This is an optimization exercise on Yosys and OpenROAD, whose aim is small area, a short achievable clock period and few clock cycles per item, not a production implementation. The RTL was checked by simulation tests, not by an equivalence proof against the original design. No activity file was given, so power comes from the tool's default toggle rates.

==> flow/design.v <==
package data_mem_pkg;
  localparam logic SZ_BYTE  = 1'b0;
  localparam logic SZ_WORD  = 1'b1;
  localparam logic RW_READ  = 1'b0;
  localparam logic RW_WRITE = 1'b1;
endpackage
module dm_rd_or8 (
  input  logic [7:0] d,
  input  logic [7:0] sel,
  output logic       y
);
  logic [3:0] w_l1;
  for (genvar i = 0; i < 4; i++) begin : g_l1
    assign w_l1[i] = ~((d[2*i] & sel[2*i]) | (d[2*i+1] & sel[2*i+1]));
  end
  assign y = ~&w_l1;
endmodule
module dm_rd_bit (
  input  logic [63:0] d,
  input  logic [7:0]  sel_lo,
  input  logic [7:0]  sel_hi,
  output logic        y
);
  logic [7:0] w_grp;
  for (genvar g = 0; g < 8; g++) begin : g_grp
    dm_rd_or8 u (.d(d[8*g +: 8]), .sel(sel_lo), .y(w_grp[g]));
  end
  dm_rd_or8 u_top (.d(w_grp), .sel(sel_hi), .y(y));
endmodule
module dm_out_word (
  input  logic v,
  input  logic load_w,
  input  logic q,
  input  logic hold,
  output logic d
);
  assign d = (v & load_w) | (q & hold);
endmodule
module dm_out_byte (
  input  logic [3:0] v,
  input  logic [3:0] load,
  input  logic       q,
  input  logic       hold,
  output logic       d
);
  assign d = |(v & load) | (q & hold);
endmodule
module dm_we (
  input  logic sel_lo,
  input  logic sel_hi,
  input  logic lane,
  output logic we
);
  assign we = sel_lo & sel_hi & lane;
endmodule
module dm_done (
  input  logic       en,
  input  logic       rw,
  input  logic       size,
  input  logic [1:0] off,
  input  logic       ph,
  output logic       done
);
  assign done = en && (ph || rw || (size && off != 2'b00));
endmodule
module dm_stall (
  input  logic       en,
  input  logic       rw,
  input  logic       size,
  input  logic [1:0] off,
  input  logic       ph,
  output logic       stall
);
  assign stall = en && !(ph || rw || (size && off != 2'b00));
endmodule
module dm_load (
  input  logic       en,
  input  logic       rw,
  input  logic       size,
  input  logic [1:0] off,
  input  logic       ph,
  input  logic       ld,
  output logic       load
);
  assign load = en && ld && (ph || rw || (size && off != 2'b00));
endmodule
module dm_fault (
  input  logic       en,
  input  logic       size,
  input  logic [1:0] off,
  output logic       fault
);
  assign fault = en && size && off != 2'b00;
endmodule
module dm_rdata4 (
  input  logic [3:0] r,
  input  logic       en,
  input  logic       size,
  input  logic [1:0] off,
  output logic [3:0] y
);
  assign y = (en && size && off != 2'b00) ? 4'h0 : r;
endmodule
module dm_dec8 (
  input  logic [2:0] a,
  output logic [7:0] y
);
  assign y = 8'b1 << a;
endmodule
module data_mem_ctrl (
  input  logic        CLK,
  input  logic        CLR,
  input  logic        enable_i,
  input  logic        rw_i,
  input  logic        size_i,
  input  logic        load_i,
  input  logic [31:0] addr_i,
  input  logic [31:0] wdata_i,
  output logic [31:0] rdata_o,
  output logic        load_o,
  output logic        stall_o,
  output logic        done_o
  ,
  output logic        fault_o
);
  logic [31:0] r_mem [64];
  logic [7:0]  w_eff;
  logic [31:0] r_out, w_out_d, w_q, w_wdata;
  logic [7:0]  w_sel_lo, w_sel_hi;
  logic [7:0]  w_rsel_lo [4];
  logic [7:0]  w_rsel_hi [2];
  logic [3:0]  w_lanes, w_ld_byte;
  logic        r_ph, w_fault, w_rd_start, w_clr_out, w_ld_word, w_hold, w_fault_o;
  logic        w_unused;
  assign w_unused = ^addr_i[31:8];
  assign w_eff    = addr_i[7:0];
  assign w_fault = size_i == data_mem_pkg::SZ_WORD && w_eff[1:0] != 2'b00;
  assign fault_o = w_fault_o;
  assign w_rd_start = enable_i && rw_i == data_mem_pkg::RW_READ && !w_fault && !r_ph;
  assign w_lanes = (!CLR && enable_i && rw_i == data_mem_pkg::RW_WRITE && !w_fault) ?
                   (size_i == data_mem_pkg::SZ_WORD ? 4'hF : 4'b1000 >> w_eff[1:0]) : 4'h0;
  assign w_wdata = size_i == data_mem_pkg::SZ_WORD ? wdata_i : {4{wdata_i[7:0]}};
  dm_dec8 u_dec_wlo (.a(w_eff[4:2]), .y(w_sel_lo));
  dm_dec8 u_dec_whi (.a(w_eff[7:5]), .y(w_sel_hi));
  for (genvar c = 0; c < 4; c++) begin : g_dec_lo
    dm_dec8 u (.a(w_eff[4:2]), .y(w_rsel_lo[c]));
  end
  for (genvar c = 0; c < 2; c++) begin : g_dec_hi
    dm_dec8 u (.a(w_eff[7:5]), .y(w_rsel_hi[c]));
  end
  for (genvar i = 0; i < 64; i++) begin : g_word
    for (genvar b = 0; b < 4; b++) begin : g_lane
      logic w_we;
      dm_we u_we (.sel_lo(w_sel_lo[i % 8]), .sel_hi(w_sel_hi[i / 8]), .lane(w_lanes[b]), .we(w_we));
      always_ff @(posedge CLK)
        if (w_we) r_mem[i][8*b +: 8] <= w_wdata[8*b +: 8];
    end
  end
  for (genvar j = 0; j < 32; j++) begin : g_rd
    logic [63:0] w_col;
    always_comb
      for (int i = 0; i < 64; i++) w_col[i] = r_mem[i][j];
    dm_rd_bit u_bit (.d(w_col), .sel_lo(w_rsel_lo[j / 8]), .sel_hi(w_rsel_hi[j / 16]), .y(w_q[j]));
  end
  assign w_clr_out = CLR || (enable_i && w_fault);
  assign w_hold    = !w_clr_out && !w_rd_start;
  assign w_ld_word = !w_clr_out && w_rd_start && size_i == data_mem_pkg::SZ_WORD;
  always_comb
    for (int k = 0; k < 4; k++)
      w_ld_byte[k] = !w_clr_out && w_rd_start &&
                     (size_i == data_mem_pkg::SZ_WORD ? k == 3 : w_eff[1:0] == 2'(k));
  for (genvar j = 8; j < 32; j++) begin : g_ow
    dm_out_word u (.v(w_q[j]), .load_w(w_ld_word), .q(r_out[j]), .hold(w_hold), .d(w_out_d[j]));
  end
  for (genvar j = 0; j < 8; j++) begin : g_ob
    dm_out_byte u (.v({w_q[j], w_q[8+j], w_q[16+j], w_q[24+j]}), .load(w_ld_byte), .q(r_out[j]),
                   .hold(w_hold), .d(w_out_d[j]));
  end
  dm_done  u_done  (.en(enable_i), .rw(rw_i), .size(size_i), .off(w_eff[1:0]), .ph(r_ph),
                    .done(done_o));
  dm_stall u_stall (.en(enable_i), .rw(rw_i), .size(size_i), .off(w_eff[1:0]), .ph(r_ph),
                    .stall(stall_o));
  dm_load  u_load  (.en(enable_i), .rw(rw_i), .size(size_i), .off(w_eff[1:0]), .ph(r_ph),
                    .ld(load_i), .load(load_o));
  dm_fault u_fault (.en(enable_i), .size(size_i), .off(w_eff[1:0]), .fault(w_fault_o));
  for (genvar j = 0; j < 8; j++) begin : g_rdo
    dm_rdata4 u (.r(r_out[4*j +: 4]), .en(enable_i), .size(size_i), .off(w_eff[1:0]),
                 .y(rdata_o[4*j +: 4]));
  end
  always_ff @(posedge CLK) begin
    r_ph  <= !CLR && w_rd_start;
    r_out <= w_out_d;
  end
endmodule
export LEC_CHECK = 0
export CAP_MARGIN = 10
export CORE_MARGIN = 2
export CORE_UTILIZATION = 65
export CTS_CLUSTER_DIAMETER = 100
export CTS_CLUSTER_SIZE = 24
export SETUP_SLACK_MARGIN = 2.0
export SLEW_MARGIN = 10
export SYNTH_HIERARCHICAL = 1
create_clock -name core_clock -period 4.0 [get_ports {CLK}]
standard.sh (not shown) runs the stock make flow with config.mk's settings and CLKGATE_MAP_FILE= SYNTH_SCRIPT=/design/flow/synth_recipe.tcl, a recipe that flattens the netlist after the stock synthesis.
==> flow/flow/run.sh <==
#!/bin/bash
set -euo pipefail
bash standard.sh MATCH_CELL_FOOTPRINT=0 "BUFFER_PORTS_ARGS=-buffer_cell sky130_fd_sc_hd__buf_4" finish > standard.log 2>&1
The starting point finished with timing, DRC and antenna clean.
Testbench counts at the start, summed over its fixed seeds: cycles 7,338, items 4,800.
Then changed:
- CAP_MARGIN: 10 -> 20
- CORE_UTILIZATION: 65 -> 70
- SLEW_MARGIN: 10 -> 20
Outcome:
- The changed run passed the timing, design-rule and antenna checks
- first-iteration DRC count rises by about a fifth
- clock power stays flat
- clock skew drops by 3.7 ps
- cell area rises slightly
- power went up slightly
- worst hold slack is worse by 37 ps
- routed wire length grows by a few percent
- fmax drops by a few percent
- clock-buffer cell count rose by 23
- sequential share of layout area came out lower by 0.86 points
- worst setup slack degrades by 170 ps
Then changed:
- CORE_UTILIZATION: 70 -> 65
The changed run finished with timing, DRC and antenna clean.
Global-route usage goes down by 3.6 points.
Core utilization came out lower by 7.1 points.
Design area shrinks by 1.2%.
Cell count rose by 1.0%.
Worst hold slack gains 38 ps.

==> re-timing with driven ports <==
Ports are ideal in the flow. The routed layouts listed here were re-timed in OpenROAD. Step 1: set_driving_cell puts a clkbuf_16 on CLK and a buf_2 on each other input, an assumption about the parent block. Step 2, shift: input delay + t, output delay - t, t = (earliest + latest rising clock arrival at the registers) / 2. This alone moves slack from input paths to output paths. Slacks: ideal ports / drivers / drivers and shift; pairs: ideal ports / drivers.
run	t (ns)	setup slack, ns	pins driven straight from the clock port
the first run	0.806	1.517 / 1.339 / 0.533	1
the second run	0.796	1.351 / 1.154 / 0.358	1
the third run	0.806	1.509 / 1.347 / 0.541	1
After both steps every run listed still meets setup and hold. For the second run, which loses most, drivers alone change the setup slack by -0.197 ns; drivers and shift together by -0.993 ns.
